Context: an optimization exercise on an open-source flow, tuned for small area and a short achievable clock period. The choices shown serve that exercise and are no tape-out recipe.
RTL that was checked went through simulation tests only; none was proved equivalent to the original.
Power figures rest on the tool's default switching activity, not on a simulated workload.

==> v1: inputs <==
Design dadda_mul_top, start of the top module:
module dadda_mul_top
(
    input  logic        clk,
    input  logic        arst_n,
    input  logic [31:0] a,
    input  logic [31:0] b,
    output logic [63:0] y
);
==> flow/config.mk <==
export PLATFORM = sky130hd
export DESIGN_NAME = dadda_mul_top
export DESIGN_NICKNAME = dadda_mul_top
export VERILOG_FILES = /design/flow/design.v
export SDC_FILE = /design/flow/constraint.sdc
export NUM_CORES = 4
export LEC_CHECK = 0
export ABC_AREA = 1
export ABC_CLOCK_PERIOD_IN_PS = 22000
export CAP_MARGIN = 20
export CORE_MARGIN = 2
export CORE_UTILIZATION = 40
export CTS_BUF_LIST = sky130_fd_sc_hd__clkbuf_4 sky130_fd_sc_hd__clkbuf_8
export SLEW_MARGIN = 20
export SYNTH_HIERARCHICAL = 1
export SYNTH_MINIMUM_KEEP_SIZE = 0
==> flow/constraint.sdc <==
create_clock -name core_clock -period 22.0 [get_ports {clk}]
set_input_delay 4.4000 -clock core_clock [delete_from_list [all_inputs] [get_ports {clk}]]
set_output_delay 4.4000 -clock core_clock [all_outputs]
set_load 0.01 [all_outputs]
standard.sh (not shown) runs the stock make flow with config.mk's settings and CLKGATE_MAP_FILE= SYNTH_SCRIPT=/design/flow/synth_recipe.tcl, a recipe that flattens the netlist after the stock synthesis.
==> flow/flow/run.sh <==
#!/bin/bash
# standard layout with buf_2 port buffers; the resizer's setup repair aims for extra slack
# up to clock tree synthesis, and only for the plain constraints after global routing
set -euo pipefail
P="BUFFER_PORTS_ARGS=-buffer_cell sky130_fd_sc_hd__buf_2"
bash standard.sh "$P" SETUP_SLACK_MARGIN=14.2 cts > standard_make_cts.log 2>&1
bash standard.sh "$P" SETUP_SLACK_MARGIN=0 finish > standard_make_finish.log 2>&1
==> v3 (differences from v1) <==
--- a/flow/design.v
+++ b/flow/design.v
@@ -1770,16 +1770,16 @@
     assign bo14 = b[28] ^ b[27];
     assign bt14 = (b[29] & ~b[28] & ~b[27]) | (~b[29] & b[28] & b[27]);
     assign bn14 = b[29] & ~(b[28] & b[27]);
     assign bo15 = b[30] ^ b[29];
     assign bt15 = (b[31] & ~b[30] & ~b[29]) | (~b[31] & b[30] & b[29]);
     assign bn15 = b[31] & ~(b[30] & b[29]);
     logic [31:0] bu0;
-    assign bu0 = a ^ {32{b[1]}};
-    assign pp1 = (bo0 & bu0[0]) | (bt0 & b[1]);
+    assign bu0 = a ^ {32{bn0}};
+    assign pp1 = (bo0 & bu0[0]) | (bt0 & bn0);
     assign pp2 = (bo0 & bu0[1]) | (bt0 & bu0[0]);
     assign pp3 = (bo0 & bu0[2]) | (bt0 & bu0[1]);
     assign pp4 = (bo0 & bu0[3]) | (bt0 & bu0[2]);
     assign pp5 = (bo0 & bu0[4]) | (bt0 & bu0[3]);
     assign pp6 = (bo0 & bu0[5]) | (bt0 & bu0[4]);
     assign pp7 = (bo0 & bu0[6]) | (bt0 & bu0[5]);
     assign pp8 = (bo0 & bu0[7]) | (bt0 & bu0[6]);
@@ -1803,19 +1803,19 @@
     assign pp26 = (bo0 & bu0[25]) | (bt0 & bu0[24]);
     assign pp27 = (bo0 & bu0[26]) | (bt0 & bu0[25]);
     assign pp28 = (bo0 & bu0[27]) | (bt0 & bu0[26]);
     assign pp29 = (bo0 & bu0[28]) | (bt0 & bu0[27]);
     assign pp30 = (bo0 & bu0[29]) | (bt0 & bu0[28]);
     assign pp31 = (bo0 & bu0[30]) | (bt0 & bu0[29]);
     assign pp32 = (bo0 & bu0[31]) | (bt0 & bu0[30]);
-    assign pp33 = (bo0 & b[1]) | (bt0 & bu0[31]);
+    assign pp33 = (bo0 & bn0) | (bt0 & bu0[31]);
     assign ns34 = ~bn0;
     logic [31:0] bu1;
-    assign bu1 = a ^ {32{b[3]}};
-    assign pp35 = (bo1 & bu1[0]) | (bt1 & b[3]);
+    assign bu1 = a ^ {32{bn1}};
+    assign pp35 = (bo1 & bu1[0]) | (bt1 & bn1);
     assign pp36 = (bo1 & bu1[1]) | (bt1 & bu1[0]);
     assign pp37 = (bo1 & bu1[2]) | (bt1 & bu1[1]);
     assign pp38 = (bo1 & bu1[3]) | (bt1 & bu1[2]);
     assign pp39 = (bo1 & bu1[4]) | (bt1 & bu1[3]);
     assign pp40 = (bo1 & bu1[5]) | (bt1 & bu1[4]);
     assign pp41 = (bo1 & bu1[6]) | (bt1 & bu1[5]);
     assign pp42 = (bo1 & bu1[7]) | (bt1 & bu1[6]);
@@ -1839,19 +1839,19 @@
     assign pp60 = (bo1 & bu1[25]) | (bt1 & bu1[24]);
     assign pp61 = (bo1 & bu1[26]) | (bt1 & bu1[25]);
     assign pp62 = (bo1 & bu1[27]) | (bt1 & bu1[26]);
     assign pp63 = (bo1 & bu1[28]) | (bt1 & bu1[27]);
     assign pp64 = (bo1 & bu1[29]) | (bt1 & bu1[28]);
     assign pp65 = (bo1 & bu1[30]) | (bt1 & bu1[29]);
     assign pp66 = (bo1 & bu1[31]) | (bt1 & bu1[30]);
-    assign pp67 = (bo1 & b[3]) | (bt1 & bu1[31]);
+    assign pp67 = (bo1 & bn1) | (bt1 & bu1[31]);
     assign ns68 = ~bn1;
     logic [31:0] bu2;
-    assign bu2 = a ^ {32{b[5]}};
-    assign pp69 = (bo2 & bu2[0]) | (bt2 & b[5]);
+    assign bu2 = a ^ {32{bn2}};
+    assign pp69 = (bo2 & bu2[0]) | (bt2 & bn2);
     assign pp70 = (bo2 & bu2[1]) | (bt2 & bu2[0]);
     assign pp71 = (bo2 & bu2[2]) | (bt2 & bu2[1]);
     assign pp72 = (bo2 & bu2[3]) | (bt2 & bu2[2]);
     assign pp73 = (bo2 & bu2[4]) | (bt2 & bu2[3]);
     assign pp74 = (bo2 & bu2[5]) | (bt2 & bu2[4]);
     assign pp75 = (bo2 & bu2[6]) | (bt2 & bu2[5]);
     assign pp76 = (bo2 & bu2[7]) | (bt2 & bu2[6]);
@@ -1875,19 +1875,19 @@
     assign pp94 = (bo2 & bu2[25]) | (bt2 & bu2[24]);
     assign pp95 = (bo2 & bu2[26]) | (bt2 & bu2[25]);
     assign pp96 = (bo2 & bu2[27]) | (bt2 & bu2[26]);
     assign pp97 = (bo2 & bu2[28]) | (bt2 & bu2[27]);
     assign pp98 = (bo2 & bu2[29]) | (bt2 & bu2[28]);
     assign pp99 = (bo2 & bu2[30]) | (bt2 & bu2[29]);
     assign pp100 = (bo2 & bu2[31]) | (bt2 & bu2[30]);
-    assign pp101 = (bo2 & b[5]) | (bt2 & bu2[31]);
+    assign pp101 = (bo2 & bn2) | (bt2 & bu2[31]);
     assign ns102 = ~bn2;
     logic [31:0] bu3;
-    assign bu3 = a ^ {32{b[7]}};
-    assign pp103 = (bo3 & bu3[0]) | (bt3 & b[7]);
+    assign bu3 = a ^ {32{bn3}};
+    assign pp103 = (bo3 & bu3[0]) | (bt3 & bn3);
     assign pp104 = (bo3 & bu3[1]) | (bt3 & bu3[0]);
     assign pp105 = (bo3 & bu3[2]) | (bt3 & bu3[1]);
     assign pp106 = (bo3 & bu3[3]) | (bt3 & bu3[2]);
     assign pp107 = (bo3 & bu3[4]) | (bt3 & bu3[3]);
     assign pp108 = (bo3 & bu3[5]) | (bt3 & bu3[4]);
     assign pp109 = (bo3 & bu3[6]) | (bt3 & bu3[5]);
     assign pp110 = (bo3 & bu3[7]) | (bt3 & bu3[6]);
@@ -1911,19 +1911,19 @@
     assign pp128 = (bo3 & bu3[25]) | (bt3 & bu3[24]);
     assign pp129 = (bo3 & bu3[26]) | (bt3 & bu3[25]);
     assign pp130 = (bo3 & bu3[27]) | (bt3 & bu3[26]);
     assign pp131 = (bo3 & bu3[28]) | (bt3 & bu3[27]);
     assign pp132 = (bo3 & bu3[29]) | (bt3 & bu3[28]);
     assign pp133 = (bo3 & bu3[30]) | (bt3 & bu3[29]);
     assign pp134 = (bo3 & bu3[31]) | (bt3 & bu3[30]);
-    assign pp135 = (bo3 & b[7]) | (bt3 & bu3[31]);
+    assign pp135 = (bo3 & bn3) | (bt3 & bu3[31]);
     assign ns136 = ~bn3;
     logic [31:0] bu4;
-    assign bu4 = a ^ {32{b[9]}};
-    assign pp137 = (bo4 & bu4[0]) | (bt4 & b[9]);
+    assign bu4 = a ^ {32{bn4}};
+    assign pp137 = (bo4 & bu4[0]) | (bt4 & bn4);
     assign pp138 = (bo4 & bu4[1]) | (bt4 & bu4[0]);
     assign pp139 = (bo4 & bu4[2]) | (bt4 & bu4[1]);
     assign pp140 = (bo4 & bu4[3]) | (bt4 & bu4[2]);
     assign pp141 = (bo4 & bu4[4]) | (bt4 & bu4[3]);
     assign pp142 = (bo4 & bu4[5]) | (bt4 & bu4[4]);
     assign pp143 = (bo4 & bu4[6]) | (bt4 & bu4[5]);
     assign pp144 = (bo4 & bu4[7]) | (bt4 & bu4[6]);
@@ -1947,19 +1947,19 @@
     assign pp162 = (bo4 & bu4[25]) | (bt4 & bu4[24]);
     assign pp163 = (bo4 & bu4[26]) | (bt4 & bu4[25]);
     assign pp164 = (bo4 & bu4[27]) | (bt4 & bu4[26]);
     assign pp165 = (bo4 & bu4[28]) | (bt4 & bu4[27]);
     assign pp166 = (bo4 & bu4[29]) | (bt4 & bu4[28]);
     assign pp167 = (bo4 & bu4[30]) | (bt4 & bu4[29]);
     assign pp168 = (bo4 & bu4[31]) | (bt4 & bu4[30]);
-    assign pp169 = (bo4 & b[9]) | (bt4 & bu4[31]);
+    assign pp169 = (bo4 & bn4) | (bt4 & bu4[31]);
     assign ns170 = ~bn4;
     logic [31:0] bu5;
-    assign bu5 = a ^ {32{b[11]}};
-    assign pp171 = (bo5 & bu5[0]) | (bt5 & b[11]);
+    assign bu5 = a ^ {32{bn5}};
+    assign pp171 = (bo5 & bu5[0]) | (bt5 & bn5);
     assign pp172 = (bo5 & bu5[1]) | (bt5 & bu5[0]);
     assign pp173 = (bo5 & bu5[2]) | (bt5 & bu5[1]);
     assign pp174 = (bo5 & bu5[3]) | (bt5 & bu5[2]);
     assign pp175 = (bo5 & bu5[4]) | (bt5 & bu5[3]);
     assign pp176 = (bo5 & bu5[5]) | (bt5 & bu5[4]);
     assign pp177 = (bo5 & bu5[6]) | (bt5 & bu5[5]);
     assign pp178 = (bo5 & bu5[7]) | (bt5 & bu5[6]);
@@ -1983,19 +1983,19 @@
     assign pp196 = (bo5 & bu5[25]) | (bt5 & bu5[24]);
     assign pp197 = (bo5 & bu5[26]) | (bt5 & bu5[25]);
     assign pp198 = (bo5 & bu5[27]) | (bt5 & bu5[26]);
     assign pp199 = (bo5 & bu5[28]) | (bt5 & bu5[27]);
     assign pp200 = (bo5 & bu5[29]) | (bt5 & bu5[28]);
     assign pp201 = (bo5 & bu5[30]) | (bt5 & bu5[29]);
     assign pp202 = (bo5 & bu5[31]) | (bt5 & bu5[30]);
-    assign pp203 = (bo5 & b[11]) | (bt5 & bu5[31]);
+    assign pp203 = (bo5 & bn5) | (bt5 & bu5[31]);
     assign ns204 = ~bn5;
     logic [31:0] bu6;
-    assign bu6 = a ^ {32{b[13]}};
-    assign pp205 = (bo6 & bu6[0]) | (bt6 & b[13]);
+    assign bu6 = a ^ {32{bn6}};
+    assign pp205 = (bo6 & bu6[0]) | (bt6 & bn6);
     assign pp206 = (bo6 & bu6[1]) | (bt6 & bu6[0]);
     assign pp207 = (bo6 & bu6[2]) | (bt6 & bu6[1]);
     assign pp208 = (bo6 & bu6[3]) | (bt6 & bu6[2]);
     assign pp209 = (bo6 & bu6[4]) | (bt6 & bu6[3]);
     assign pp210 = (bo6 & bu6[5]) | (bt6 & bu6[4]);
     assign pp211 = (bo6 & bu6[6]) | (bt6 & bu6[5]);
     assign pp212 = (bo6 & bu6[7]) | (bt6 & bu6[6]);
@@ -2019,19 +2019,19 @@
     assign pp230 = (bo6 & bu6[25]) | (bt6 & bu6[24]);
     assign pp231 = (bo6 & bu6[26]) | (bt6 & bu6[25]);
     assign pp232 = (bo6 & bu6[27]) | (bt6 & bu6[26]);
     assign pp233 = (bo6 & bu6[28]) | (bt6 & bu6[27]);
     assign pp234 = (bo6 & bu6[29]) | (bt6 & bu6[28]);
     assign pp235 = (bo6 & bu6[30]) | (bt6 & bu6[29]);
     assign pp236 = (bo6 & bu6[31]) | (bt6 & bu6[30]);
-    assign pp237 = (bo6 & b[13]) | (bt6 & bu6[31]);
+    assign pp237 = (bo6 & bn6) | (bt6 & bu6[31]);
     assign ns238 = ~bn6;
     logic [31:0] bu7;
-    assign bu7 = a ^ {32{b[15]}};
-    assign pp239 = (bo7 & bu7[0]) | (bt7 & b[15]);
+    assign bu7 = a ^ {32{bn7}};
+    assign pp239 = (bo7 & bu7[0]) | (bt7 & bn7);
     assign pp240 = (bo7 & bu7[1]) | (bt7 & bu7[0]);
     assign pp241 = (bo7 & bu7[2]) | (bt7 & bu7[1]);
     assign pp242 = (bo7 & bu7[3]) | (bt7 & bu7[2]);
     assign pp243 = (bo7 & bu7[4]) | (bt7 & bu7[3]);
     assign pp244 = (bo7 & bu7[5]) | (bt7 & bu7[4]);
     assign pp245 = (bo7 & bu7[6]) | (bt7 & bu7[5]);
     assign pp246 = (bo7 & bu7[7]) | (bt7 & bu7[6]);
@@ -2055,19 +2055,19 @@
     assign pp264 = (bo7 & bu7[25]) | (bt7 & bu7[24]);
     assign pp265 = (bo7 & bu7[26]) | (bt7 & bu7[25]);
     assign pp266 = (bo7 & bu7[27]) | (bt7 & bu7[26]);
     assign pp267 = (bo7 & bu7[28]) | (bt7 & bu7[27]);
     assign pp268 = (bo7 & bu7[29]) | (bt7 & bu7[28]);
     assign pp269 = (bo7 & bu7[30]) | (bt7 & bu7[29]);
     assign pp270 = (bo7 & bu7[31]) | (bt7 & bu7[30]);
-    assign pp271 = (bo7 & b[15]) | (bt7 & bu7[31]);
+    assign pp271 = (bo7 & bn7) | (bt7 & bu7[31]);
     assign ns272 = ~bn7;
     logic [31:0] bu8;
-    assign bu8 = a ^ {32{b[17]}};
-    assign pp273 = (bo8 & bu8[0]) | (bt8 & b[17]);
+    assign bu8 = a ^ {32{bn8}};
+    assign pp273 = (bo8 & bu8[0]) | (bt8 & bn8);
     assign pp274 = (bo8 & bu8[1]) | (bt8 & bu8[0]);
     assign pp275 = (bo8 & bu8[2]) | (bt8 & bu8[1]);
     assign pp276 = (bo8 & bu8[3]) | (bt8 & bu8[2]);
     assign pp277 = (bo8 & bu8[4]) | (bt8 & bu8[3]);
     assign pp278 = (bo8 & bu8[5]) | (bt8 & bu8[4]);
     assign pp279 = (bo8 & bu8[6]) | (bt8 & bu8[5]);
     assign pp280 = (bo8 & bu8[7]) | (bt8 & bu8[6]);
@@ -2091,19 +2091,19 @@
     assign pp298 = (bo8 & bu8[25]) | (bt8 & bu8[24]);
     assign pp299 = (bo8 & bu8[26]) | (bt8 & bu8[25]);
     assign pp300 = (bo8 & bu8[27]) | (bt8 & bu8[26]);
     assign pp301 = (bo8 & bu8[28]) | (bt8 & bu8[27]);
     assign pp302 = (bo8 & bu8[29]) | (bt8 & bu8[28]);
     assign pp303 = (bo8 & bu8[30]) | (bt8 & bu8[29]);
     assign pp304 = (bo8 & bu8[31]) | (bt8 & bu8[30]);
-    assign pp305 = (bo8 & b[17]) | (bt8 & bu8[31]);
+    assign pp305 = (bo8 & bn8) | (bt8 & bu8[31]);
     assign ns306 = ~bn8;
     logic [31:0] bu9;
-    assign bu9 = a ^ {32{b[19]}};
-    assign pp307 = (bo9 & bu9[0]) | (bt9 & b[19]);
+    assign bu9 = a ^ {32{bn9}};
+    assign pp307 = (bo9 & bu9[0]) | (bt9 & bn9);
     assign pp308 = (bo9 & bu9[1]) | (bt9 & bu9[0]);
     assign pp309 = (bo9 & bu9[2]) | (bt9 & bu9[1]);
     assign pp310 = (bo9 & bu9[3]) | (bt9 & bu9[2]);
     assign pp311 = (bo9 & bu9[4]) | (bt9 & bu9[3]);
     assign pp312 = (bo9 & bu9[5]) | (bt9 & bu9[4]);
     assign pp313 = (bo9 & bu9[6]) | (bt9 & bu9[5]);
     assign pp314 = (bo9 & bu9[7]) | (bt9 & bu9[6]);
@@ -2127,19 +2127,19 @@
     assign pp332 = (bo9 & bu9[25]) | (bt9 & bu9[24]);
     assign pp333 = (bo9 & bu9[26]) | (bt9 & bu9[25]);
     assign pp334 = (bo9 & bu9[27]) | (bt9 & bu9[26]);
     assign pp335 = (bo9 & bu9[28]) | (bt9 & bu9[27]);
     assign pp336 = (bo9 & bu9[29]) | (bt9 & bu9[28]);
     assign pp337 = (bo9 & bu9[30]) | (bt9 & bu9[29]);
     assign pp338 = (bo9 & bu9[31]) | (bt9 & bu9[30]);
-    assign pp339 = (bo9 & b[19]) | (bt9 & bu9[31]);
+    assign pp339 = (bo9 & bn9) | (bt9 & bu9[31]);
     assign ns340 = ~bn9;
     logic [31:0] bu10;
-    assign bu10 = a ^ {32{b[21]}};
-    assign pp341 = (bo10 & bu10[0]) | (bt10 & b[21]);
+    assign bu10 = a ^ {32{bn10}};
+    assign pp341 = (bo10 & bu10[0]) | (bt10 & bn10);
     assign pp342 = (bo10 & bu10[1]) | (bt10 & bu10[0]);
     assign pp343 = (bo10 & bu10[2]) | (bt10 & bu10[1]);
     assign pp344 = (bo10 & bu10[3]) | (bt10 & bu10[2]);
     assign pp345 = (bo10 & bu10[4]) | (bt10 & bu10[3]);
     assign pp346 = (bo10 & bu10[5]) | (bt10 & bu10[4]);
     assign pp347 = (bo10 & bu10[6]) | (bt10 & bu10[5]);
     assign pp348 = (bo10 & bu10[7]) | (bt10 & bu10[6]);
@@ -2163,19 +2163,19 @@
     assign pp366 = (bo10 & bu10[25]) | (bt10 & bu10[24]);
     assign pp367 = (bo10 & bu10[26]) | (bt10 & bu10[25]);
     assign pp368 = (bo10 & bu10[27]) | (bt10 & bu10[26]);
     assign pp369 = (bo10 & bu10[28]) | (bt10 & bu10[27]);
     assign pp370 = (bo10 & bu10[29]) | (bt10 & bu10[28]);
     assign pp371 = (bo10 & bu10[30]) | (bt10 & bu10[29]);
     assign pp372 = (bo10 & bu10[31]) | (bt10 & bu10[30]);
-    assign pp373 = (bo10 & b[21]) | (bt10 & bu10[31]);
+    assign pp373 = (bo10 & bn10) | (bt10 & bu10[31]);
     assign ns374 = ~bn10;
     logic [31:0] bu11;
-    assign bu11 = a ^ {32{b[23]}};
-    assign pp375 = (bo11 & bu11[0]) | (bt11 & b[23]);
+    assign bu11 = a ^ {32{bn11}};
+    assign pp375 = (bo11 & bu11[0]) | (bt11 & bn11);
     assign pp376 = (bo11 & bu11[1]) | (bt11 & bu11[0]);
     assign pp377 = (bo11 & bu11[2]) | (bt11 & bu11[1]);
     assign pp378 = (bo11 & bu11[3]) | (bt11 & bu11[2]);
     assign pp379 = (bo11 & bu11[4]) | (bt11 & bu11[3]);
     assign pp380 = (bo11 & bu11[5]) | (bt11 & bu11[4]);
     assign pp381 = (bo11 & bu11[6]) | (bt11 & bu11[5]);
     assign pp382 = (bo11 & bu11[7]) | (bt11 & bu11[6]);
@@ -2199,19 +2199,19 @@
     assign pp400 = (bo11 & bu11[25]) | (bt11 & bu11[24]);
     assign pp401 = (bo11 & bu11[26]) | (bt11 & bu11[25]);
     assign pp402 = (bo11 & bu11[27]) | (bt11 & bu11[26]);
     assign pp403 = (bo11 & bu11[28]) | (bt11 & bu11[27]);
     assign pp404 = (bo11 & bu11[29]) | (bt11 & bu11[28]);
     assign pp405 = (bo11 & bu11[30]) | (bt11 & bu11[29]);
     assign pp406 = (bo11 & bu11[31]) | (bt11 & bu11[30]);
-    assign pp407 = (bo11 & b[23]) | (bt11 & bu11[31]);
+    assign pp407 = (bo11 & bn11) | (bt11 & bu11[31]);
     assign ns408 = ~bn11;
     logic [31:0] bu12;
-    assign bu12 = a ^ {32{b[25]}};
-    assign pp409 = (bo12 & bu12[0]) | (bt12 & b[25]);
+    assign bu12 = a ^ {32{bn12}};
+    assign pp409 = (bo12 & bu12[0]) | (bt12 & bn12);
     assign pp410 = (bo12 & bu12[1]) | (bt12 & bu12[0]);
     assign pp411 = (bo12 & bu12[2]) | (bt12 & bu12[1]);
     assign pp412 = (bo12 & bu12[3]) | (bt12 & bu12[2]);
     assign pp413 = (bo12 & bu12[4]) | (bt12 & bu12[3]);
     assign pp414 = (bo12 & bu12[5]) | (bt12 & bu12[4]);
     assign pp415 = (bo12 & bu12[6]) | (bt12 & bu12[5]);
     assign pp416 = (bo12 & bu12[7]) | (bt12 & bu12[6]);
@@ -2235,19 +2235,19 @@
     assign pp434 = (bo12 & bu12[25]) | (bt12 & bu12[24]);
     assign pp435 = (bo12 & bu12[26]) | (bt12 & bu12[25]);
     assign pp436 = (bo12 & bu12[27]) | (bt12 & bu12[26]);
     assign pp437 = (bo12 & bu12[28]) | (bt12 & bu12[27]);
     assign pp438 = (bo12 & bu12[29]) | (bt12 & bu12[28]);
     assign pp439 = (bo12 & bu12[30]) | (bt12 & bu12[29]);
     assign pp440 = (bo12 & bu12[31]) | (bt12 & bu12[30]);
-    assign pp441 = (bo12 & b[25]) | (bt12 & bu12[31]);
+    assign pp441 = (bo12 & bn12) | (bt12 & bu12[31]);
     assign ns442 = ~bn12;
     logic [31:0] bu13;
-    assign bu13 = a ^ {32{b[27]}};
-    assign pp443 = (bo13 & bu13[0]) | (bt13 & b[27]);
+    assign bu13 = a ^ {32{bn13}};
+    assign pp443 = (bo13 & bu13[0]) | (bt13 & bn13);
     assign pp444 = (bo13 & bu13[1]) | (bt13 & bu13[0]);
     assign pp445 = (bo13 & bu13[2]) | (bt13 & bu13[1]);
     assign pp446 = (bo13 & bu13[3]) | (bt13 & bu13[2]);
     assign pp447 = (bo13 & bu13[4]) | (bt13 & bu13[3]);
     assign pp448 = (bo13 & bu13[5]) | (bt13 & bu13[4]);
     assign pp449 = (bo13 & bu13[6]) | (bt13 & bu13[5]);
     assign pp450 = (bo13 & bu13[7]) | (bt13 & bu13[6]);
@@ -2271,19 +2271,19 @@
     assign pp468 = (bo13 & bu13[25]) | (bt13 & bu13[24]);
     assign pp469 = (bo13 & bu13[26]) | (bt13 & bu13[25]);
     assign pp470 = (bo13 & bu13[27]) | (bt13 & bu13[26]);
     assign pp471 = (bo13 & bu13[28]) | (bt13 & bu13[27]);
     assign pp472 = (bo13 & bu13[29]) | (bt13 & bu13[28]);
     assign pp473 = (bo13 & bu13[30]) | (bt13 & bu13[29]);
     assign pp474 = (bo13 & bu13[31]) | (bt13 & bu13[30]);
-    assign pp475 = (bo13 & b[27]) | (bt13 & bu13[31]);
+    assign pp475 = (bo13 & bn13) | (bt13 & bu13[31]);
     assign ns476 = ~bn13;
     logic [31:0] bu14;
-    assign bu14 = a ^ {32{b[29]}};
-    assign pp477 = (bo14 & bu14[0]) | (bt14 & b[29]);
+    assign bu14 = a ^ {32{bn14}};
+    assign pp477 = (bo14 & bu14[0]) | (bt14 & bn14);
     assign pp478 = (bo14 & bu14[1]) | (bt14 & bu14[0]);
     assign pp479 = (bo14 & bu14[2]) | (bt14 & bu14[1]);
     assign pp480 = (bo14 & bu14[3]) | (bt14 & bu14[2]);
     assign pp481 = (bo14 & bu14[4]) | (bt14 & bu14[3]);
     assign pp482 = (bo14 & bu14[5]) | (bt14 & bu14[4]);
     assign pp483 = (bo14 & bu14[6]) | (bt14 & bu14[5]);
     assign pp484 = (bo14 & bu14[7]) | (bt14 & bu14[6]);
@@ -2307,19 +2307,19 @@
     assign pp502 = (bo14 & bu14[25]) | (bt14 & bu14[24]);
     assign pp503 = (bo14 & bu14[26]) | (bt14 & bu14[25]);
     assign pp504 = (bo14 & bu14[27]) | (bt14 & bu14[26]);
     assign pp505 = (bo14 & bu14[28]) | (bt14 & bu14[27]);
     assign pp506 = (bo14 & bu14[29]) | (bt14 & bu14[28]);
     assign pp507 = (bo14 & bu14[30]) | (bt14 & bu14[29]);
     assign pp508 = (bo14 & bu14[31]) | (bt14 & bu14[30]);
-    assign pp509 = (bo14 & b[29]) | (bt14 & bu14[31]);
+    assign pp509 = (bo14 & bn14) | (bt14 & bu14[31]);
     assign ns510 = ~bn14;
     logic [31:0] bu15;
-    assign bu15 = a ^ {32{b[31]}};
-    assign pp511 = (bo15 & bu15[0]) | (bt15 & b[31]);
+    assign bu15 = a ^ {32{bn15}};
+    assign pp511 = (bo15 & bu15[0]) | (bt15 & bn15);
     assign pp512 = (bo15 & bu15[1]) | (bt15 & bu15[0]);
     assign pp513 = (bo15 & bu15[2]) | (bt15 & bu15[1]);
     assign pp514 = (bo15 & bu15[3]) | (bt15 & bu15[2]);
     assign pp515 = (bo15 & bu15[4]) | (bt15 & bu15[3]);
     assign pp516 = (bo15 & bu15[5]) | (bt15 & bu15[4]);
     assign pp517 = (bo15 & bu15[6]) | (bt15 & bu15[5]);
     assign pp518 = (bo15 & bu15[7]) | (bt15 & bu15[6]);
@@ -2343,15 +2343,15 @@
     assign pp536 = (bo15 & bu15[25]) | (bt15 & bu15[24]);
     assign pp537 = (bo15 & bu15[26]) | (bt15 & bu15[25]);
     assign pp538 = (bo15 & bu15[27]) | (bt15 & bu15[26]);
     assign pp539 = (bo15 & bu15[28]) | (bt15 & bu15[27]);
     assign pp540 = (bo15 & bu15[29]) | (bt15 & bu15[28]);
     assign pp541 = (bo15 & bu15[30]) | (bt15 & bu15[29]);
     assign pp542 = (bo15 & bu15[31]) | (bt15 & bu15[30]);
-    assign pp543 = (bo15 & b[31]) | (bt15 & bu15[31]);
+    assign pp543 = (bo15 & bn15) | (bt15 & bu15[31]);
     assign ns544 = ~bn15;
     assign pl545 = b[31] & a[0];
     assign pl546 = b[31] & a[1];
     assign pl547 = b[31] & a[2];
     assign pl548 = b[31] & a[3];
     assign pl549 = b[31] & a[4];
     assign pl550 = b[31] & a[5];
==> flow/flow/run.sh (replaced) <==
#!/bin/bash
# standard layout with buf_2 port buffers, a clock tree without dummy loads, and the
# resizer's setup repair aiming for extra slack from placement to clock tree synthesis, for a little
# less after global routing, and for the plain constraints in the rest
set -euo pipefail
P="BUFFER_PORTS_ARGS=-buffer_cell sky130_fd_sc_hd__buf_2"
C="CTS_ARGS=-sink_clustering_enable -repair_clock_nets -dont_use_dummy_load -sink_clustering_size 30 -buf_list {sky130_fd_sc_hd__clkbuf_4 sky130_fd_sc_hd__clkbuf_8}"
bash standard.sh "$P" "$C" SETUP_SLACK_MARGIN=0 floorplan > standard_make_fp.log 2>&1
bash standard.sh "$P" "$C" SETUP_SLACK_MARGIN=13.9 cts > standard_make_cts.log 2>&1
bash standard.sh "$P" "$C" SETUP_SLACK_MARGIN=13.7 grt > standard_make_grt.log 2>&1
bash standard.sh "$P" "$C" SETUP_SLACK_MARGIN=0 finish > standard_make_finish.log 2>&1
--- a/flow/config.mk
+++ b/flow/config.mk
@@ -7,10 +7,11 @@
 export LEC_CHECK = 0
 export ABC_AREA = 1
 export ABC_CLOCK_PERIOD_IN_PS = 22000
 export CAP_MARGIN = 20
 export CORE_MARGIN = 2
 export CORE_UTILIZATION = 40
 export CTS_BUF_LIST = sky130_fd_sc_hd__clkbuf_4 sky130_fd_sc_hd__clkbuf_8
+export GPL_TIMING_DRIVEN = 0
 export SLEW_MARGIN = 20
 export SYNTH_HIERARCHICAL = 1
 export SYNTH_MINIMUM_KEEP_SIZE = 0
==> run notes <==
In v1 the global-route usage is lower than in v3, by 2.6 points. Of v3 and v1, v3 has the higher via count (gap 3.9%, measured against v1). Synthesized cell count is about the same in v3 and v1. Against v1, the power of v3 is higher by 10%. In sequential cell count, v3 and v1 do not differ. Between v1 and v3, the lower cell count is in v1 (gap about 2.8%, measured against v3). Of v1 and v3, v1 has the higher critical path depth (gap 4).
No functional check of the RTL was part of v1.

==> static timing again, ports no longer ideal <==
The flow's constraints put no driver on any port. The routed layouts listed below were extracted and timed again, unchanged, in two steps. Step 1 (the two cells are an assumption about what drives the block):
set clk [get_ports {clk}]
set_driving_cell -lib_cell sky130_fd_sc_hd__clkbuf_16 $clk
set_driving_cell -lib_cell sky130_fd_sc_hd__buf_2 [delete_from_list [all_inputs] $clk]
Step 2 adds t to the input delays and takes it off the output delays; t is the mean of the earliest and latest rising clock arrival at the registers after step 1. Input paths then give back, and output paths get back, about the clock's delay inside the block. a / b / c = ideal / step 1 / step 2; a / b = the first two.
run | shift t [ns] | setup slack, ns | hold WS [ns] | clock arrival spread, ns | pins driven straight from the clock port
v1 | 0.616 | 14.053 / 14.043 / 13.443 | 3.598 / 3.563 / 4.179 | 0.019 / 0.020 | 1
v3 | 0.610 | 13.734 / 13.766 / 13.156 | 3.608 / 3.571 / 4.181 | 0.036 / 0.036 | 1
After both steps every run listed still meets setup and hold. The setup slack of v1, which loses most, moves by -0.010 ns with the drivers and by -0.610 ns with both steps.
